This design comes from an exercise in tuning for small area, a short achievable clock period and few clock cycles per item on the open sky130 flow, not from production work. In this exercise RTL edits were held to simulation tests only and were not proved equivalent to the original. Power is estimated from default activity; no workload was simulated.

## joystick_mouse_button_qualifier_unit
module joystick_mouse_button_qualifier_unit (
    input  logic                                i_clk,
    input  logic                                i_rst_n,
    input  logic                                s_axis_tvalid,
    output logic                                s_axis_tready,
    input  logic [jmbq_pkg::IN_TDATA_W-1:0]     s_axis_tdata,
    output logic                                m_axis_tvalid,
    input  logic                                m_axis_tready,
    output logic [jmbq_pkg::OUT_TDATA_W-1:0]    m_axis_tdata,
    input  logic                                i_cfg_we,
    input  logic [jmbq_pkg::CFG_IDX_W-1:0]      i_cfg_idx,
    input  logic [jmbq_pkg::CFG_DATA_W-1:0]     i_cfg_wdata
);
    localparam int NB = jmbq_pkg::NUM_BTN;
    localparam int TW = jmbq_pkg::TIME_W;
    localparam int SW = jmbq_pkg::SAMPLE_W;
    localparam int KW = jmbq_pkg::KEYS_W;
    localparam int PW = jmbq_pkg::SPEED_W;
    localparam int DW = jmbq_pkg::DZ_W;
    localparam int HW = jmbq_pkg::MS_W;
    localparam int AW = 19;
    localparam int BRW = 10;
    logic [SW-1:0] r_center_x, r_center_y;
    logic [DW-1:0] r_deadzone;
    logic [PW-1:0] r_top_speed;
    logic [HW-1:0] r_debounce_ms, r_long_press_ms;
    always_ff @(posedge i_clk) begin
        if (!i_rst_n) begin
            r_center_x      <= jmbq_pkg::RST_CENTER;
            r_center_y      <= jmbq_pkg::RST_CENTER;
            r_deadzone      <= jmbq_pkg::RST_DEADZONE;
            r_top_speed     <= jmbq_pkg::RST_TOP_SPEED;
  ...
For scale: ~4,200 cells after synthesis, roughly 810 flip-flops, roughly 0.049 mm² of cells after synthesis.
export LEC_CHECK = 0
export CAP_MARGIN = 20
export CORE_MARGIN = 2
export CORE_UTILIZATION = 40
export SLEW_MARGIN = 20
create_clock -name core_clock -period 10.0 [get_ports {i_clk}]
standard.sh (not shown) runs the stock make flow with config.mk's settings and CLKGATE_MAP_FILE= SYNTH_SCRIPT=/design/flow/synth_recipe.tcl, a recipe that flattens the netlist after the stock synthesis.
==> flow/flow/run.sh <==
#!/bin/bash
# Standard synthesis and layout (the standard.sh, unchanged scripts); the
# only difference from the standard flow's own layout is a larger setup slack margin for
# ORFS's repair_timing steps, so that repair keeps improving paths past the
# point where they meet the (unchanged) 10 ns constraint.
set -euo pipefail
cd "$(dirname "$0")/.."
MARGIN=$(cat flow/margin.txt)
bash standard.sh synth > synth_make.log 2>&1
bash standard.sh SETUP_SLACK_MARGIN=$MARGIN finish > layout_make.log 2>&1
==> flow/flow/margin.txt <==
6.15
Testbench counts at the start, summed over its fixed seeds: cycles 3,280, polls 3,200.
Then changed:
==> flow/flow/margin.txt (replaced) <==
6.7
Settings changed: CTS_BUF_LIST set to sky130_fd_sc_hd__clkbuf_8.
The changed run completed without violations.
Sequential power stays flat.
Register-to-register slack gets better by 0.05 ns.
Synthesized cell count stays the same.
Final area rose slightly.
Via count is higher by a few percent.
First-iteration DRC count shrinks by about a fifth.
Cell count rises by a few percent.
Power increases slightly.
Then changed:
==> flow/flow/margin.txt (replaced) <==
6.15
Settings changed: CORE_UTILIZATION 40 to 60, CTS_BUF_LIST sky130_fd_sc_hd__clkbuf_8 to unset.
After rerunning: The new run went through all stages and came out clean. Hold slack gets better by 0.0030 ns. Wire length goes down by 7.5%. Fmax goes down by 2.2%. Power goes down by 1.9%. Clock skew goes down by 0.0098 ns. Non-clock buffer count goes down by 90. Critical path depth is unchanged.
Then changed:
==> flow/flow/margin.txt (replaced) <==
6.7
Settings changed: CORE_UTILIZATION 60 to 40.
Outcome:
- The new run passed the timing, DRC and antenna checks
- non-clock buffer count climbs by 95
- setup slack is better by 0.090 ns
- power rose by 6.3%
- global-route usage came out lower by 7.1 points

Another version of the RTL of joystick_mouse_button_qualifier_unit (not shown whole).
Size: about 4,100 cells after synthesis, about 860 flip-flops, roughly 50,000 um^2 of cells after synthesis.
export LEC_CHECK = 0
export CAP_MARGIN = 20
export CORE_MARGIN = 2
export CORE_UTILIZATION = 40
export CTS_CLUSTER_DIAMETER = 132
export CTS_CLUSTER_SIZE = 24
export PLACE_DENSITY = 0.75
export SLEW_MARGIN = 20
create_clock -name core_clock -period 10.0 [get_ports {i_clk}]
==> flow/flow/run.sh <==
#!/bin/bash
# Standard synthesis and layout (the standard.sh, unchanged scripts); the
# differences from the standard flow's own layout are a larger setup slack margin for
# ORFS's repair_timing steps, so that repair keeps improving paths past the
# point where they meet the (unchanged) 10 ns constraint, and a plain buffer
# (sky130_fd_sc_hd__buf_2) as the cell that buffers every port.
set -euo pipefail
cd "$(dirname "$0")/.."
MARGIN=$(cat flow/margin.txt)
bash standard.sh synth > synth_make.log 2>&1
bash standard.sh SETUP_SLACK_MARGIN=$MARGIN "BUFFER_PORTS_ARGS=-buffer_cell sky130_fd_sc_hd__buf_2" finish > layout_make.log 2>&1
==> flow/flow/margin.txt <==
6.55
Testbench counts at the start, summed over its fixed seeds: cycles 3,288, polls 3,200.
==> next run, changes <==
--- a/flow/config.mk
+++ b/flow/config.mk
@@ -9,6 +9,6 @@
 export CORE_MARGIN = 2
-export CORE_UTILIZATION = 40
+export CORE_UTILIZATION = 55
 export CTS_CLUSTER_DIAMETER = 132
 export CTS_CLUSTER_SIZE = 24
-export PLACE_DENSITY = 0.75
+export PLACE_DENSITY = 0.85
 export SLEW_MARGIN = 20
Final cell count shrinks by a little under a tenth.
Wire length grows by a few percent.
Cell area stays flat.
Via count grows by a few percent.
Total power grows slightly.
Non-clock buffer count grows by 31.
==> next run, changes <==
==> flow/flow/margin.txt (replaced) <==
6.45
--- a/flow/config.mk
+++ b/flow/config.mk
@@ -9,6 +9,5 @@
 export CORE_MARGIN = 2
-export CORE_UTILIZATION = 55
+export CORE_UTILIZATION = 40
 export CTS_CLUSTER_DIAMETER = 132
 export CTS_CLUSTER_SIZE = 24
-export PLACE_DENSITY = 0.85
 export SLEW_MARGIN = 20
What happened:
- worst setup slack gets better by 0.062 ns
- flip-flop and latch count is unchanged
- die area goes up by 37%
- register-to-register slack barely changes
- sequential power barely changes
- global-route usage goes down by 5.3 points
- wire length goes up by 1.1%
==> next run, changes <==
==> flow/flow/run.sh (replaced) <==
#!/bin/bash
# Standard synthesis and layout (the standard.sh, unchanged scripts); the
# only difference from the standard flow's own layout is a larger setup slack margin for
# ORFS's repair_timing steps, so that repair keeps improving paths past the
# point where they meet the (unchanged) 10 ns constraint.
set -euo pipefail
cd "$(dirname "$0")/.."
MARGIN=$(cat flow/margin.txt)
bash standard.sh synth > synth_make.log 2>&1
bash standard.sh SETUP_SLACK_MARGIN=$MARGIN finish > layout_make.log 2>&1
==> flow/flow/margin.txt (replaced) <==
6.55
What happened:
- die area is unchanged
- synthesized cell count does not change
- count of clock-buffer cells in the layout decreases by 8

[port drivers added, routing unchanged]
In the flow no input, the clock included, has a driving cell. The finished layouts below were timed again as built, in two steps.
Step 1 (the two cells are an assumption about what drives the block):
set clk [get_ports {i_clk}]
set_driving_cell -lib_cell sky130_fd_sc_hd__clkbuf_16 $clk
set_driving_cell -lib_cell sky130_fd_sc_hd__buf_2 [delete_from_list [all_inputs] $clk]
Step 2 adds t to the input delays and takes it off the output delays; t is the mean of the earliest and latest rising clock arrival at the registers after step 1. Input paths then give back, and output paths get back, about the clock's delay inside the block.
Slacks: ideal / step 1 / step 2; pairs: ideal / step 1.
| run | shift t [ns] | slack for setup (ns) | worst register clock-pin slew, ns | pins driven straight from the clock port |
|---|---|---|---|---|
| the first run of note 1 | 0.734 | 6.136 / 6.136 / 5.500 | 0.07 / 0.07 | 1 |
| the second run of note 1 | 0.911 | 6.186 / 6.186 / 5.864 | 0.07 / 0.07 | 1 |
| the third run of note 1 | 0.714 | 6.100 / 6.100 / 5.607 | 0.06 / 0.06 | 1 |
| the fourth run of note 1 | 0.730 | 6.191 / 6.191 / 5.971 | 0.07 / 0.07 | 1 |
| the first run of note 2 | 0.689 | 6.489 / 6.489 / 6.105 | 0.11 / 0.11 | 1 |
| the second run of note 2 | 0.679 | 6.413 / 6.338 / 6.011 | 0.11 / 0.11 | 1 |
| the third run of note 2 | 0.714 | 6.475 / 6.475 / 6.063 | 0.11 / 0.11 | 1 |
| the fourth run of note 2 | 0.712 | 6.553 / 6.553 / 6.033 | 0.11 / 0.11 | 1 |
After both steps every run listed still meets setup and hold. For the first run of note 1, which loses most, drivers alone change the setup slack by 0.000 ns; drivers and shift together by -0.636 ns.
